Background: an optimization exercise with open tools, aiming at small area and a short achievable clock period. Do not read the settings as production practice. RTL that was checked went through simulation tests only; none was proved equivalent to the original. No activity file was given, so power comes from the tool's default toggle rates.

==> flow/design.v <==
module fft_r2sdf_stage #(
  parameter int unsigned N_LOG2 = 8,
  parameter int unsigned STAGE  = 0,
  parameter int unsigned DW     = 16
) (
  input  logic          clk,
  input  logic          rst_n,
  input  logic          din_valid,
  input  logic          din_sop,
  input  logic [DW-1:0] din_re,
  input  logic [DW-1:0] din_im,
  output logic          dout_valid,
  output logic          dout_sop,
  output logic [DW-1:0] dout_re,
  output logic [DW-1:0] dout_im,
  output logic [15:0]   dout_theta
);
  localparam int unsigned D   = 2 ** (N_LOG2 - 1 - STAGE);
  localparam int unsigned CW  = N_LOG2 - STAGE;
  localparam int unsigned DW1 = DW + 1;
  logic [CW-1:0]         cnt;
  logic                  primed, rot_q;
  logic                  bfly, rot0;
  logic [15:0]           th_cnt;
  logic signed [DW-1:0]  a_re, a_im, neg_re, pre_re, pre_im, fil_re, fil_im;
  logic signed [DW-1:0]  sum_re, sum_im, dif_re, dif_im;
  logic signed [DW-1:0]  o_re, o_im, push_re, push_im;
  logic signed [DW-1:0]  dl_re [D];
  logic signed [DW-1:0]  dl_im [D];
  function automatic logic [DW-1:0] add_half(input logic [DW-1:0] x, input logic [DW-1:0] y,
                                             input logic ci);
    logic [DW-1:0] p, g, gg, pp, gn, pn, c;
    p  = x ^ y;
    g  = x & y;
    gg = g;
    pp = p;
    gg[0] = g[0] | (p[0] & ci);
    for (int d = 1; d < DW; d = d * 2) begin
      gn = gg;
      pn = pp;
      for (int i = d; i < DW; i++) begin
        gn[i] = gg[i] | (pp[i] & gg[i-d]);
        pn[i] = pp[i] & pp[i-d];
      end
      gg = gn;
      pp = pn;
    end
    c = {gg[DW-2:0], ci};
    add_half = {p[DW-1] ^ gg[DW-1], p[DW-1:1] ^ c[DW-1:1]};
  endfunction
  always_comb begin
    a_re   = dl_re[D-1];
    a_im   = dl_im[D-1];
    rot0   = rot_q;
    pre_re = rot0 ? a_im : a_re;
    for (int i = 0; i < DW; i++)
      neg_re[i] = a_re[i] ^ (|(a_re & DW'((1 << i) - 1)));
    pre_im = rot0 ? neg_re : a_im;
    th_cnt = '0;
    for (int i = 0; i < D; i++)
      if (cnt[CW-2:0] == (CW-1)'(i))
        th_cnt = 16'(-360 * ((i > D/2) ? i - D/2 : i));
    if (cnt[CW-1]) th_cnt = '0;
  end
  always_comb begin
    bfly     = cnt[CW-1] & ~din_sop;
    sum_re   = add_half(a_re, din_re, 1'b0);
    sum_im   = add_half(a_im, din_im, 1'b0);
    dif_re   = add_half(a_re, ~din_re, 1'b1);
    dif_im   = add_half(a_im, ~din_im, 1'b1);
    fil_re   = din_sop ? a_re : pre_re;
    fil_im   = din_sop ? a_im : pre_im;
    o_re     = bfly ? sum_re : fil_re;
    o_im     = bfly ? sum_im : fil_im;
    push_re  = bfly ? dif_re : din_re;
    push_im  = bfly ? dif_im : din_im;
  end
  always_ff @(posedge clk) begin
    if (din_valid) begin
      dl_re[0] <= push_re;
      dl_im[0] <= push_im;
      for (int unsigned i = 1; i < D; i++) begin
        dl_re[i] <= dl_re[i-1];
        dl_im[i] <= dl_im[i-1];
      end
    end
  end
  always_ff @(posedge clk) begin
    dout_re          <= o_re;
    dout_im          <= o_im;
    dout_theta[15:3] <= din_sop ? 13'd0 : th_cnt[15:3];
  end
  assign dout_theta[2:0] = 3'd0;   
  always_ff @(posedge clk or negedge rst_n) begin
    if (!rst_n) begin
      cnt        <= '0;
      primed     <= 1'b0;
      rot_q      <= 1'b0;
      dout_valid <= 1'b0;
      dout_sop   <= 1'b0;
    end else begin
      dout_valid <= din_valid & (bfly | primed);
      dout_sop   <= din_valid & ~din_sop & (cnt == CW'(D));
      if (din_valid) begin
        cnt <= din_sop ? CW'(1) : cnt + CW'(1);
        rot_q <= ~din_sop & ~cnt[CW-1] & (cnt[CW-2:0] >= (CW-1)'(D/2)) & (cnt[CW-2:0] != (CW-1)'(D-1));
        if (bfly) primed <= 1'b1;
      end
    end
  end
endmodule
Settings: LEC_CHECK=0, ABC_CLOCK_PERIOD_IN_PS=1000, CAP_MARGIN=20, CORE_MARGIN=2, CORE_UTILIZATION=65, CTS_CLUSTER_DIAMETER=70, CTS_CLUSTER_SIZE=30, SETUP_SLACK_MARGIN=3.2, SLEW_MARGIN=20; clock period 5.5 ns.
standard.sh (not shown) runs the stock make flow with config.mk's settings and CLKGATE_MAP_FILE= SYNTH_SCRIPT=/design/flow/synth_recipe.tcl, a recipe that flattens the netlist after the stock synthesis.
==> flow/flow/run.sh <==
#!/bin/bash
# Standard ORFS layout with three changes:
#  - synthesis maps adders as plain logic (no full-adder cells) and runs a delay-oriented
#    ABC script (flow/synth.tcl, flow/abc_speed.script); registers are the standard ones;
#  - the port buffers are plain buffers instead of the delay cells buffer_ports picks.
#  - all pins are placed on the middle of the left edge, so the datapath sits next to them.
set -euo pipefail
here=$(pwd)
export FLOW_ABC_SCRIPT=$here/flow/abc_speed.script
export FLOW_ABC_DONT_USE=$here/flow/abc_dont_use.txt
export BUFFER_PORTS_ARGS="-buffer_cell sky130_fd_sc_hd__buf_4"
export PLACE_PINS_ARGS="-exclude top:* -exclude bottom:* -exclude right:* -exclude left:0-130 -exclude left:330-452"
bash standard.sh SYNTH_SCRIPT=$here/flow/synth.tcl ADDER_MAP_FILE= finish > standard.log 2>&1
==> flow/flow/abc_dont_use.txt <==
sky130_fd_sc_hd__maj3_* sky130_fd_sc_hd__or4* sky130_fd_sc_hd__nor4* sky130_fd_sc_hd__and4* sky130_fd_sc_hd__nand4* sky130_fd_sc_hd__*2111* sky130_fd_sc_hd__*311*
==> flow/flow/abc_speed.script <==
&get -n
&st
&syn2
&if -g -K 6
&synch2
&if -g -K 6
&synch2
&nf {D}
&put
buffer -c
upsize {D}
dnsize {D}
==> flow/flow/synth.tcl <==
# synth_recipe.tcl (the standard synthesis) with one change: ABC's logic mapping runs the
# delay-oriented script flow/abc_speed.script instead of ORFS's, and does not map to the
# slow complex cells listed in flow/abc_dont_use.txt. Registers are untouched.
proc synth {args} { yosys synth -nofsm -noshare {*}$args }
proc abc {args} {
  set i [lsearch -exact $args -script]
  if {$i >= 0} { set args [lreplace $args [expr {$i + 1}] [expr {$i + 1}] $::env(FLOW_ABC_SCRIPT)] }
  set f [open $::env(FLOW_ABC_DONT_USE)]
  foreach c [read $f] { lappend args -dont_use $c }
  close $f
  yosys abc {*}$args
}
source $::env(SCRIPTS_DIR)/synth.tcl
# left out here: clear keep_hierarchy, flatten, clean up, hide names made inside functions, write 1_2_yosys.v
Change:
--- a/flow/design.v
+++ b/flow/design.v
@@ -56,11 +56,12 @@
     for (int i = 0; i < DW; i++)
       neg_re[i] = a_re[i] ^ (|(a_re & DW'((1 << i) - 1)));
     pre_im = rot0 ? neg_re : a_im;
     th_cnt = '0;
-    for (int i = 0; i < D; i++)
-      if (cnt[CW-2:0] == (CW-1)'(i))
-        th_cnt = 16'(-360 * ((i > D/2) ? i - D/2 : i));
+    for (int i = 0; i < D/2; i++)
+      if (cnt[CW-3:0] == (CW-2)'(i))
+        th_cnt = 16'(-360 * i);
+    if (cnt[CW-2] && cnt[CW-3:0] == '0) th_cnt = 16'(-360 * (D/2));
     if (cnt[CW-1]) th_cnt = '0;
   end
   always_comb begin
     bfly     = cnt[CW-1] & ~din_sop;
Global-route usage is lower by 0.81 points.
Via count came out lower by 3.8%.
Design area fell by 0.90%.
Sequential power stays flat.
Utilization barely changes.
Routed wire length falls by 6.7%.
Power stays flat.
Clock power barely changes.
Hold slack gains 300 ps.
Register-to-register slack gets worse by 130 ps.
Combinational power went up by about 3%.
For the second run of this note, only the layout was checked, not whether the RTL still works.

-- port drivers added, routing unchanged --
How much do the figures lean on ideal ports? The routed layouts below were timed once more, with nothing changed but the port constraints. Step 1 sets driving cells, clkbuf_16 on the clock port and buf_2 on the other inputs (assumed; they add their load-dependent delay and slew). Step 2, shift: input delay + t, output delay - t, t = (earliest + latest rising clock arrival at the registers) / 2. This alone moves slack from input paths to output paths. Three values: ideal ports, drivers, drivers and shift; two values: the first two.
run	shift t [ns]	setup WS [ns]	cell pins on the clock port's net
the first run	0.886	3.079 / 3.003 / 2.393	1
the second run	0.902	3.039 / 2.963 / 2.192	1
After both steps every run listed still meets setup and hold. For the second run, which loses most, drivers alone change the setup slack by -0.076 ns; drivers and shift together by -0.847 ns.
